What follows belongs to an exercise in optimizing a design on an open flow for small area; a production flow would make more cautious choices. Function was checked by simulation only, so behaviour that the tests miss may differ from the original. Power is estimated from default activity; no workload was simulated.

==> design/flow/design.v <==
module wb_regfile_hold #(
    parameter int W = 32
) (
    input  logic         en,
    input  logic         en_n,
    input  logic [W-1:0] w,
    input  logic [W-1:0] q,
    output logic [W-1:0] d
);
    assign d = ({W{en}} & w) | ({W{en_n}} & q);
endmodule
module wb_regfile_aoi222 (
    input  logic [2:0] s,
    input  logic [2:0] d,
    output logic       y
);
    assign y = ~|(s & d);
endmodule
module wb_regfile_nand #(
    parameter int N = 4
) (
    input  logic [N-1:0] a,
    output logic         y
);
    assign y = ~&a;
endmodule
module wb_regfile_or #(
    parameter int N = 3
) (
    input  logic [N-1:0] a,
    output logic         y
);
    assign y = |a;
endmodule
module wb_regfile_rdbit #(
    parameter int N = 32
) (
    input  logic [N-1:0] sel,
    input  logic [N-1:0] d,
    output logic         out
);
    localparam int NG = (N - 1) / 3;   
    localparam int NY = NG + N - 3 * NG;
    logic [NY-1:0] y;
    logic [2:0]    p;
    for (genvar g = 0; g < NG; g++) begin : g_aoi
        wb_regfile_aoi222 u_aoi (.s(sel[3*g+2:3*g]), .d(d[3*g+2:3*g]), .y(y[g]));
    end
    for (genvar k = 3 * NG; k < N; k++) begin : g_one
        wb_regfile_nand #(.N(2)) u_nand (.a({sel[k], d[k]}), .y(y[NG+k-3*NG]));
    end
    if (NY == 12) begin : g_c12
        wb_regfile_nand #(.N(4)) u_nand0 (.a(y[3:0]),   .y(p[0]));
        wb_regfile_nand #(.N(4)) u_nand1 (.a(y[7:4]),   .y(p[1]));
        wb_regfile_nand #(.N(4)) u_nand2 (.a(y[11:8]),  .y(p[2]));
    end else begin : g_c11
        wb_regfile_nand #(.N(4)) u_nand0 (.a(y[3:0]),   .y(p[0]));
        wb_regfile_nand #(.N(4)) u_nand1 (.a(y[7:4]),   .y(p[1]));
        wb_regfile_nand #(.N(3)) u_nand2 (.a(y[10:8]),  .y(p[2]));
    end
    wb_regfile_or   #(.N(3)) u_or    (.a(p), .y(out));
endmodule
module wb_regfile #(
    parameter int DATA_W = 32,
    parameter int ADDR_W = 5,
    parameter int BYPASS = 1,
    parameter int CNT_W  = 16
) (
    input  logic              clk,
    input  logic              rst_n,
    input  logic              ife_wb,
    input  logic [ADDR_W-1:0] Ri_wb,
    input  logic [DATA_W-1:0] write_wb,
    input  logic [ADDR_W-1:0] Rs_id,
    input  logic [ADDR_W-1:0] Rt_id,
    output logic [DATA_W-1:0] rs_data,
    output logic [DATA_W-1:0] rt_data,
    input  logic [ADDR_W-1:0] dbg_addr,
    output logic [DATA_W-1:0] dbg_data,
    output logic [CNT_W-1:0]  wr_count,
    output logic [ADDR_W-1:0] wr_last
);
    localparam int DEPTH = 2 ** ADDR_W;
    logic [DATA_W-1:0] mem   [1:DEPTH-1];
    logic [DATA_W-1:0] mem_d [1:DEPTH-1];
    logic [DEPTH-1:1]  valid;
    logic [DEPTH-1:1]  we;
    logic [DEPTH-1:1]  we_n;
    logic              commit;
    assign commit = ife_wb && (Ri_wb != '0);
    always_comb begin
        for (int i = 1; i < DEPTH; i++) begin
            we[i]   = ife_wb && (Ri_wb == ADDR_W'(i));
            we_n[i] = !we[i];
        end
    end
    for (genvar i = 1; i < DEPTH; i++) begin : g_word
        wb_regfile_hold #(.W(DATA_W)) u_hold (
            .en(we[i]), .en_n(we_n[i]), .w(write_wb), .q(mem[i]), .d(mem_d[i])
        );
    end
    always_ff @(posedge clk) begin
        for (int i = 1; i < DEPTH; i++) begin
            mem[i] <= mem_d[i];
        end
    end
    always_ff @(posedge clk or negedge rst_n) begin
        if (!rst_n) begin
            valid    <= '0;
            wr_count <= '0;
            wr_last  <= '0;
        end else if (commit) begin
            valid    <= valid | we;
            wr_count <= wr_count + CNT_W'(1);
            wr_last  <= Ri_wb;
        end
    end
    logic [DEPTH-1:0] sel_rs, sel_rt, sel_dbg;
    always_comb begin
        sel_rs[0]  = 1'b0;
        sel_rt[0]  = 1'b0;
        sel_dbg[0] = 1'b0;
        for (int i = 1; i < DEPTH; i++) begin
            sel_rs[i]  = (Rs_id == ADDR_W'(i)) && valid[i] && !((BYPASS != 0) && we[i]);
            sel_rt[i]  = (Rt_id == ADDR_W'(i)) && valid[i] && !((BYPASS != 0) && we[i]);
            sel_dbg[i] = (dbg_addr == ADDR_W'(i)) && valid[i];
            sel_rs[0]  = sel_rs[0] | ((BYPASS != 0) && (Rs_id == ADDR_W'(i)) && we[i]);
            sel_rt[0]  = sel_rt[0] | ((BYPASS != 0) && (Rt_id == ADDR_W'(i)) && we[i]);
        end
    end
    for (genvar b = 0; b < DATA_W; b++) begin : g_bit
        logic [DEPTH-1:0] col;
        assign col[0] = write_wb[b];
        for (genvar i = 1; i < DEPTH; i++) begin : g_col
            assign col[i] = mem[i][b];
        end
        wb_regfile_rdbit #(.N(DEPTH))   u_rs  (.sel(sel_rs),             .d(col),             .out(rs_data[b]));
        wb_regfile_rdbit #(.N(DEPTH))   u_rt  (.sel(sel_rt),             .d(col),             .out(rt_data[b]));
        wb_regfile_rdbit #(.N(DEPTH-1)) u_dbg (.sel(sel_dbg[DEPTH-1:1]), .d(col[DEPTH-1:1]), .out(dbg_data[b]));
    end
endmodule
==> design/flow/flow/run.sh <==
#!/bin/bash
# Standard ORFS layout, with two changes: port buffers use the smallest buffer cell, and
# clock tree synthesis inserts no dummy loads.
set -euo pipefail
bash standard.sh \
  "BUFFER_PORTS_ARGS=-buffer_cell sky130_fd_sc_hd__buf_1" \
  "CTS_ARGS=-sink_clustering_enable -repair_clock_nets -dont_use_dummy_load -sink_clustering_size 12 -sink_clustering_max_diameter 100 -buf_list {sky130_fd_sc_hd__clkbuf_4 sky130_fd_sc_hd__clkbuf_8}" \
  finish > standard_flow.log 2>&1
==> design/flow/standard.sh <==
#!/bin/bash
# synth_recipe.tcl (not shown) runs the flow's synth.tcl, then flattens the netlist and writes it again
# the make line also repeats each setting of config.mk as NAME=value (left out here)
make -C /OpenROAD-flow-scripts/flow DESIGN_CONFIG=/design/flow/config.mk WORK_HOME=/design/flow/orfs CLKGATE_MAP_FILE= SYNTH_SCRIPT=/design/flow/synth_recipe.tcl "${@:-finish}"
==> design/flow/config.mk <==
export PLATFORM = sky130hd
export DESIGN_NAME = wb_regfile
export DESIGN_NICKNAME = wb_regfile
export VERILOG_FILES = /design/flow/design.v
export SDC_FILE = /design/flow/constraint.sdc
export NUM_CORES = 4
export LEC_CHECK = 0
export CAP_MARGIN = 5
export CELL_PAD_IN_SITES_DETAIL_PLACEMENT = 1
export CELL_PAD_IN_SITES_GLOBAL_PLACEMENT = 1
export CORE_MARGIN = 2
export CORE_UTILIZATION = 35
export PLACE_DENSITY = 0.5
export SLEW_MARGIN = 5
export SYNTH_HIERARCHICAL = 1
==> design/flow/constraint.sdc <==
create_clock -name core_clock -period 8.0 [get_ports {clk}]
set_input_delay 1.6000 -clock core_clock [delete_from_list [all_inputs] [get_ports {clk}]]
set_output_delay 1.6000 -clock core_clock [all_outputs]
set_load 0.01 [all_outputs]
==> key figures, run 1 <==
Run status
  – Status: no timing/DRC/antenna violations

STA
  – Max frequency: 132 MHz
  – Min Tclk post-route: 7.57 ns
  – Total negative setup slack: 0 ns
  – Final-layout worst hold slack: between 0.4 and 0.5 ns
  – Unrepaired setup endpoints after global routing: no
  – Relative max-transition margin: 12.1%
  – Final setup violation count: 0
  – Slew of the pin with the lowest slew margin: roughly 1.3 ns
  – Share of the clock period used by the worst path after layout: 94.6%
  – Final clock skew: 0.00857 ns
  – Least setup slack across all paths after layout: 0.433 ns
  – Final hold vios: 0
  – Final Max Slew Viols: 0

Setup path
  – Cell seen most often among critical-path stages: buf_1
  – Sort of element at the start of the critical path: primary input
  – Crit path max-delay family: simple AND/OR/NAND/NOR gates
  – R2R setup slack: 6.48 ns
  – Number of buffers and inverters on the critical path: 3
  – Critical path class: in -> out
  – Critical path data arrival time: 5.97 ns
  – Worst-path maximum fanout: 32
  – Required time worst endpoint: 6.40 ns
  – Sequence of cells on the critical path: buf_1 -> nand2_1 -> nor3_2 -> nand2_2 -> inv_2 -> a311oi_1 -> a32oi_1 -> a211o_2 -> a222oi_1 -> nand4_1 -> or3_1 -> buf_1
  – Crit-path slowest cell: a211o_2
  – Delay of the slowest cell on the worst path: 1.00 ns
  – Worst Setup End Kind: primary output

Place
  – Dpl cells: 6128
  – Placement Setup Slack: about 0.60 ns
  – Global placer's final weighted congestion: 0.981
  – Area after DPL: 49900 µm²
  – Post-DP HPWL: 184000 µm
  – Total of buffers placed on input and output ports: ~170

Floorplanning
  – Effective utilization at floorplan: 35.3%
  – Io pins: 172
  – Placeable core region: 133000 µm²
  – Die Outline Area: roughly 140000 µm²
  – Placement Rows: roughly 130
  – Die extent in x: around 370 µm
  – Vert. Die Dim: 371 µm

Drt
  – Number of design-rule violations left by the first detailed-router iteration: 13000
  – Total Routed Length: ~300000 µm
  – Residual DRC count: 0
  – Average detailed-routed wire length per instance: 47.6 µm
  – First-pass detailed-route iteration total: 13
  – Average via count per standard cell: 8.10
  – Total vias in the final route: 50700
  – Antenna-violating nets left: 0
  – Top routing layer used: met5
  – Met2 routed wirelength: ~120000 µm
  – Met1 WL: 114000 µm
  – Met3 wire len: about 37000 µm

Cells and area
  – Growth of design area from synthesis to finish: 8.85%
  – Post-layout nets: roughly 4500
  – Final design instance area without fill: 51300 µm²
  – Utilization after layout: 38.4%
  – Proportion of layout cells with a drive suffix above 1: 11.9%
  – Number of non-filler instances in the completed layout: 6254

Global route
  – First-pass GRT wire length: approximately 400000 µm
  – Largest net degree at the start of global routing: 53
  – Vias in the first global route: 47600
  – Initial antenna violation count: 13
  – Leftover overflow at the end of global routing: 0
  – Tot GR Track Use: between 40% and 50%

Power
  – Static leakage power: 19.7 nW
  – Total power after layout: 12.6 mW
  – Total power density per cell area: 245 nW/µm²
  – Largest voltage drop on the vdd net: 0.000131 V

CTS
  – CTS tree: done
  – Post-cts resize count: 0
  – Clock tree buffer depth: 3
  – Clock Tree Root: clkbuf_8
  – Source-to-sink clock delay at the later pin of the worst-skew pair: between 0.8 and 0.9 ns
  – Level count of the clock H-tree: 3
  – Hold bufs inserted after CTS: 0
  – Setup bufs post-CTS: 0
  – Count of clock tree sinks: 1044
  – Total clock buffers created by CTS: 97
  – Clock transition at path regs: 0.08 ns

Yosys
  – Synthesized area: 47100 µm²
  – Async set-or-reset flop fraction in the synthesized netlist: 4.98%
  – Top_reg_cell synth: dfxtp_1
  – Count of synthesis-stage warnings from yosys: 10
  – Syn_area_per_cell: 11.3 µm²
  – Post-synthesis sequential element count: 1044
  – Number of nets produced by synthesis: 4241
  – Seq/Total Area, Yosys: 44.9%
  – Cell variety after synth: 61
  – Synthesized instance count: 4185
  – Number of enable flip-flop cells after synthesis: 0

Min path
  – Class of the most critical hold timing path: reg -> reg

Job
  – Number of max-cap violations: 0
==> routing by layer <==
metal  track usage [%]  vias to the layer above
met5                 0                        -
met4              28.1                        2
met3              10.1                      824
met2              59.3                     4314
met1              54.3                    25800
li1                  -                    19700
==> cells by family (layout without fill, tap and decap cells) <==
group | count (synthesis) | count (layout) | synth area share [%]
adder cells (fa/ha/maj) | 1 | 1 | 0.0266
XOR/XNOR | 21 | 21 | 0.390
flip-flops | 1044 | 1044 | 44.9
buffers and inverters | 247 | 519 | 4.97
AO/OA/AOI/OAI | 1991 | 1991 | 39.6
other | 0 | 29 | 0
AND/OR/NAND/NOR | 881 | 881 | 10.1
==> cell usage in the layout, fill, tap and decap left out, drive strengths merged, types with 4 or more instances in the layout <==
master,n
nand3,49
xor2,11
nor2b,9
xnor2,10
a222oi,960
or2,5
and3,35
nor4,5
dfxtp,992
a21oi,4
o22ai,6
clkbuf,117
nand2b,36
nand2,259
o21ai,5
nand3b,6
and2,6
or3,100
inv,36
buf,366
nor3,76
dfrtp,52
a22o,993
diode,29
nand4,263
nor2,17
==> cell type report <==
type / instances / area, µm²
Fill cell: 14800 / 82200
Multi-Input combinational cell: 2894 / 24000
Sequential cell: 1044 / 21200
Timing Repair Buffer: 386 / 2330
Tap cell: 1768 / 2210
Clock buffer: 97 / 1340
Inverter: 36 / 135
Antenna cell: 29 / 72.6
==> path summary, 6_finish.rpt <==
check / startpoint / to / cells past startpoint
max: ife_wb / rs_data[24] / 12
min reg2reg: wr_count[15] / wr_count[15] / 1
max in group asynchronous: rst_n / valid[21] / 2
min: wr_count[15] / wr_count[15] / 1
max reg2reg: wr_count[2] / wr_count[13] / 4
min in group asynchronous: rst_n / wr_count[11] / 2
==> per-module statistics from Yosys, one instance, submodules excluded, excerpt <==
module / cells / flops+latches / times used
wb_regfile_aoi222: 1 / 0 / 960
wb_regfile: 1503 / 1044 / 1
==> power breakdown <==
| group | internal [mW] | switching (mW) |
|---|---|---|
| sequential | 6.24 | 1.23 |
| clock | 1.08 | 1.96 |
| combinational | 0.936 | 1.14 |
==> registers in the layout (all words and copies together), names as in the netlist <==
| register | flops |
|---|---|
| mem | 992 |
| valid | 31 |
| wr_count | 16 |
| wr_last | 5 |
==> cell usage after synthesis (2+ instances only) <==
| master | number | area (µm²) |
|---|---|---|
| and3_1 | 35 | 219 |
| buf_2 | 12 | 60.1 |
| o221ai_1 | 3 | 26.3 |
| and4b_1 | 2 | 20.0 |
| nand3b_1 | 6 | 45.0 |
| o21ai_0 | 2 | 10.0 |
| inv_1 | 34 | 128 |
| o21ai_1 | 3 | 15.0 |
| or3b_1 | 2 | 17.5 |
| or3_1 | 100 | 626 |
| nand2b_1 | 36 | 225 |
| a311oi_1 | 3 | 26.3 |
| xor2_1 | 11 | 96.3 |
| nor3_1 | 75 | 375 |
| nor4_1 | 5 | 31.3 |
| nand2_1 | 258 | 968 |
| a31oi_1 | 3 | 18.8 |
| clkbuf_1 | 11 | 41.3 |
| buf_6 | 186 | 2090 |
| and2_1 | 6 | 37.5 |
| nand4_1 | 263 | 1650 |
| a21oi_1 | 4 | 20.0 |
| a222oi_1 | 960 | 9610 |
| inv_2 | 2 | 7.51 |
| nor2b_1 | 9 | 56.3 |
| or4_1 | 2 | 15.0 |
| o22ai_1 | 6 | 37.5 |
| dfxtp_1 | 992 | 19900 |
| nand3_1 | 49 | 245 |
| nand4b_1 | 2 | 17.5 |
| xnor2_1 | 10 | 87.6 |
| or2_2 | 4 | 25.0 |
| nand4bb_1 | 2 | 22.5 |
| dfrtp_1 | 52 | 1300 |
| a22o_1 | 931 | 8150 |
| o32ai_1 | 3 | 26.3 |
| nor2_1 | 16 | 60.1 |
| a22o_2 | 62 | 621 |
==> inputs of run 2 (changes only) <==
--- a/design/flow/config.mk
+++ b/design/flow/config.mk
@@ -5,11 +5,11 @@
 export SDC_FILE = /design/flow/constraint.sdc
 export NUM_CORES = 4
 export LEC_CHECK = 0
-export CAP_MARGIN = 5
+export CAP_MARGIN = 20
 export CELL_PAD_IN_SITES_DETAIL_PLACEMENT = 1
 export CELL_PAD_IN_SITES_GLOBAL_PLACEMENT = 1
 export CORE_MARGIN = 2
 export CORE_UTILIZATION = 35
 export PLACE_DENSITY = 0.5
-export SLEW_MARGIN = 5
+export SLEW_MARGIN = 20
 export SYNTH_HIERARCHICAL = 1
==> run 2 against run 1 <==
Effect of this change: still clean on timing, DRC and antenna; via count rose by 0.21%; setup slack better by 0.038 ns; sequential share of layout area hardly changed; critical path depth unchanged; count of clock-buffer cells in the layout unchanged; area after synthesis unchanged; synthesized cell count is the same; hold slack lost 0.0036 ns; sequential cell count is the same; largest cell class unchanged; largest power group unchanged.
==> key figures, run 2 <==
Setup path
  – Endpoint of the lowest-slack register-to-register path: wr_count[13]
  – Reg2reg path depth: 4 (unchanged)
  – Launch instance of the worst register-to-register path: wr_count[2]
  – Critical path data arrival time: 5.93 ns (-0.04 ns)
  – R2R setup slack: 6.46 ns (-0.02 ns)
  – Worst Setup End Kind: primary output
  – Sort of element at the start of the critical path: primary input
  – Critical path class: in -> out
  – Worst-path maximum fanout: 32 (unchanged)
  – Required time worst endpoint: 6.40 ns (about the same)

CTS
  – Source-to-sink clock delay at the later pin of the worst-skew pair: 0.79 ns (-0.05 ns)
  – Clock Tree Root: clkbuf_8
  – Hold bufs inserted after CTS: 0 (unchanged)
  – Level count of the clock H-tree: 3 (unchanged)
  – Post-cts resize count: 0 (unchanged)
  – Count of clock tree sinks: 1044 (unchanged)
  – Total clock buffers created by CTS: 97 (unchanged)
  – Clock transition at path regs: 0.08 ns (about the same)
  – Setup bufs post-CTS: 0 (unchanged)
  – Clock tree buffer depth: 3 (unchanged)
  – CTS tree: done

Yosys
  – Cell variety after synth: 61 (unchanged)
  – Most repeated cell in the gate-level netlist after synthesis: dfxtp_1
  – Cell taking the most area after synthesis: dfxtp_1
  – Top post-synthesis cells by area: dfxtp_1, a222oi_1, a22o_1
  – Syn_area_per_cell: 11.3 µm² (unchanged)
  – Seq/Total Area, Yosys: 44.9% (unchanged)
  – Async set-or-reset flop fraction in the synthesized netlist: 4.98% (unchanged)
  – Post-synthesis sequential element count: 1044 (unchanged)
  – Share of the synthesized area in the top cell type: 42.2% (unchanged)
  – Synthesized instance count: 4185 (unchanged)
  – Leading cell types by count after synthesis: dfxtp_1, a222oi_1, a22o_1
  – Synthesized area: 47100 µm² (unchanged)
  – Top_reg_cell synth: dfxtp_1
  – Count of synthesis-stage warnings from yosys: 10 (unchanged)
  – Number of nets produced by synthesis: 4241 (unchanged)
  – Number of enable flip-flop cells after synthesis: 0 (unchanged)

STA
  – Final Max Slew Viols: 0 (unchanged)
  – Min Tclk post-route: 7.53 ns (-0.0381 ns)
  – Final clock skew: 0.00903 ns (+0.000461 ns)
  – Share of the clock period used by the worst path after layout: 94.1% (-0.48 points)
  – Final setup violation count: 0 (unchanged)
  – Max frequency: 133 MHz (+0.51%)
  – Relative max-transition margin: 17.4% (+5.3 points)
  – Total negative setup slack: 0 ns (unchanged)
  – Unrepaired setup endpoints after global routing: no
  – Final hold vios: 0 (unchanged)
  – Slew of the pin with the lowest slew margin: 1.24 ns (-0.0793 ns)

Cells and area
  – Most frequent cells in the layout: dfxtp_1, a222oi_1, a22o_1, nand4_1, nand2_1
  – Count of filler cells inserted in the layout: 14700 (-0.44%)
  – Number of non-filler instances in the completed layout: 6254 (unchanged)
  – Growth of design area from synthesis to finish: 8.95% (about the same)
  – Reg with most FFs: mem
  – Biggest registers after layout: mem (992), valid (31), wr_count (16)
  – Number of flip-flops in the largest register: 992 (unchanged)
  – Proportion of layout cells with a drive suffix above 1: 12.0% (+0.040 points)
  – Area occupied by multi-input gates: 24000 µm² (about the same)
  – Post-layout nets: 4517 (+0.044%)
  – Sequential Area: 21200 µm² (unchanged)
  – Leading cell type in the layout, fill and taps excluded: dfxtp_1

Drt
  – Average via count per standard cell: 8.12 (+0.21%)
  – Antenna-violating nets left: 0 (unchanged)
  – Total vias in the final route: 50800 (+0.21%)
  – Residual DRC count: 0 (unchanged)
  – Number of design-rule violations left by the first detailed-router iteration: 12800 (-1.1%)
  – Average detailed-routed wire length per instance: 47.6 µm (about the same)
  – First-pass detailed-route iteration total: 13 (unchanged)
  – Total Routed Length: 298000 µm (about the same)

Job
  – Number of max-cap violations: 0 (unchanged)

Power
  – Static leakage power: 19.7 nW (about the same)
  – Total power density per cell area: 245 nW/µm² (-0.11%)
  – Largest voltage drop on the vdd net: 0.000134 V (+2.1%)

Floorplanning
  – Placement Rows: 134 (unchanged)
  – Vert. Die Dim: 371 µm (unchanged)
  – Die Outline Area: 138000 µm² (unchanged)
  – Placeable core region: 133000 µm² (unchanged)
  – Effective utilization at floorplan: 35.3% (unchanged)
  – Io pins: 172 (unchanged)
  – Die extent in x: 371 µm (unchanged)

Global route
  – Initial antenna violation count: 18 (+5)
  – First-pass GRT wire length: 403000 µm (+0.16%)
  – Tot GR Track Use: 41.4% (+0.074 points)
  – Leftover overflow at the end of global routing: 0 (unchanged)
  – Vias in the first global route: 47700 (+0.092%)
  – Largest net degree at the start of global routing: 53 (unchanged)

Min path
  – Capture endpoint of the worst hold path: wr_count[15]
  – Class of the most critical hold timing path: reg -> reg
  – Hold Path Cell Cnt: 1 (unchanged)
  – Origin of the worst min-delay path: wr_count[15]

Run status
  – Status: no timing/DRC/antenna violations

Place
  – Global placer's final weighted congestion: 0.981 (unchanged)
  – Dpl cells: 6129 (+0.016%)
  – Post-DP HPWL: 184000 µm (about the same)
  – Total of buffers placed on input and output ports: 171 (unchanged)
## run 2: per-stage QoR
stage	area [µm²]	hold slack [ns]	setup WS, ns	total power [mW]	utilization [%]
detailed placement	49900	0.456	0.631	9.52	37.4
finish	51300	0.471	0.471	12.6	38.5
global route	51300	0.486	0.364	13.0	38.4
CTS	51200	0.478	0.633	12.5	38.4
global placement	49900	0.455	0.604	9.48	37.4
floorplan	47100	0.448	1.66	8.34	-
## run 2: report_power, final
part | switching (mW) | leakage [nW] | internal [mW]
sequential | 1.23 | 8.88 | 6.24
clock | 1.96 | 0.698 | 1.08
combinational | 1.15 | 10.1 | 0.937
total | 4.33 | 19.7 | 8.25
## run 2: cells by family after synthesis
family / synth area share, %
compound gates: 39.6
xor+xnor: 0.390
fa+ha+maj: 0.0266
buf+inv: 4.97
flops: 44.9
simple gates: 10.1
## run 2: routing by layer
layer	share of wire (%)	vias to the layer above	GRT usage [%]
met3	12	813	9.44
met5	0.0040	-	0.105
met4	8.3	2	29.0
met2	41	4174	59.6
li1	-	19700	-
met1	39	26000	54.4
## run 2: layout make-up
| type | instances | area share, % |
|---|---|---|
| multi-input combinational | 2894 | 46.8 |
| sequential | 1044 | 41.2 |
| timing repair buffer | 388 | 4.62 |
| tap | 1768 | 4.31 |
| clock buffer | 97 | 2.60 |
| inverter | 36 | 0.263 |
| antenna | 27 | 0.132 |
## run 2: critical path, stage by stage
cell and delay [ns]:
buf_1 0.62, and4b_1 0.38, nand4_1 0.14, o31ai_1 0.08, a311oi_1 0.30, o21ai_1 0.10, or3_2 0.53, buf_4 0.38
a222oi_1 0.43, nand4_1 0.58, or3_1 0.61, buf_1 0.15
## run 2: Yosys stat by module, one instance, submodules excluded, a selection
module	times used	cell area, µm²
wb_regfile	1	23700
wb_regfile_aoi222	960	10.0
## run 2: how the worst max path moves through the flow
stage               cells past startpoint           to     start
floorplan                               9   rt_data[0]  Ri_wb[2]
global placement                       12   rt_data[7]  Ri_wb[2]
detailed placement                     12   rt_data[7]  Ri_wb[2]
CTS                                    12  rs_data[29]    ife_wb
global route                           12   rt_data[2]  Ri_wb[2]
finish                                 12   rt_data[2]  Ri_wb[2]

-- static timing again, ports no longer ideal --
How much do the figures lean on ideal ports? The routed layouts below were timed once more, with nothing changed but the port constraints. Step 1, drivers: a clkbuf_16 drives clk and a buf_2 each remaining input, both assumed. Step 2 adds t to the input delays and takes it off the output delays; t is the mean of the earliest and latest rising clock arrival at the registers after step 1. Input paths then give back, and output paths get back, about the clock's delay inside the block. Three values: ideal, step 1, step 2; two values: the first two.
| run | shift t [ns] | slack for setup (ns) | worst hold slack (ns) | worst setup path after step 2 | cell pins on the clock port's net |
|---|---|---|---|---|---|
| run 1 | 0.918 | 0.433 / 0.406 / 0.406 | 0.475 / 0.475 / 0.475 | input to output | 1 |
| run 2 | 0.881 | 0.471 / 0.445 / 0.445 | 0.471 / 0.471 / 0.471 | input to output | 1 |
After both steps setup and hold are still met in every run listed. The setup slack of run 1, which loses most, moves by -0.027 ns with the drivers and by -0.027 ns with both steps.
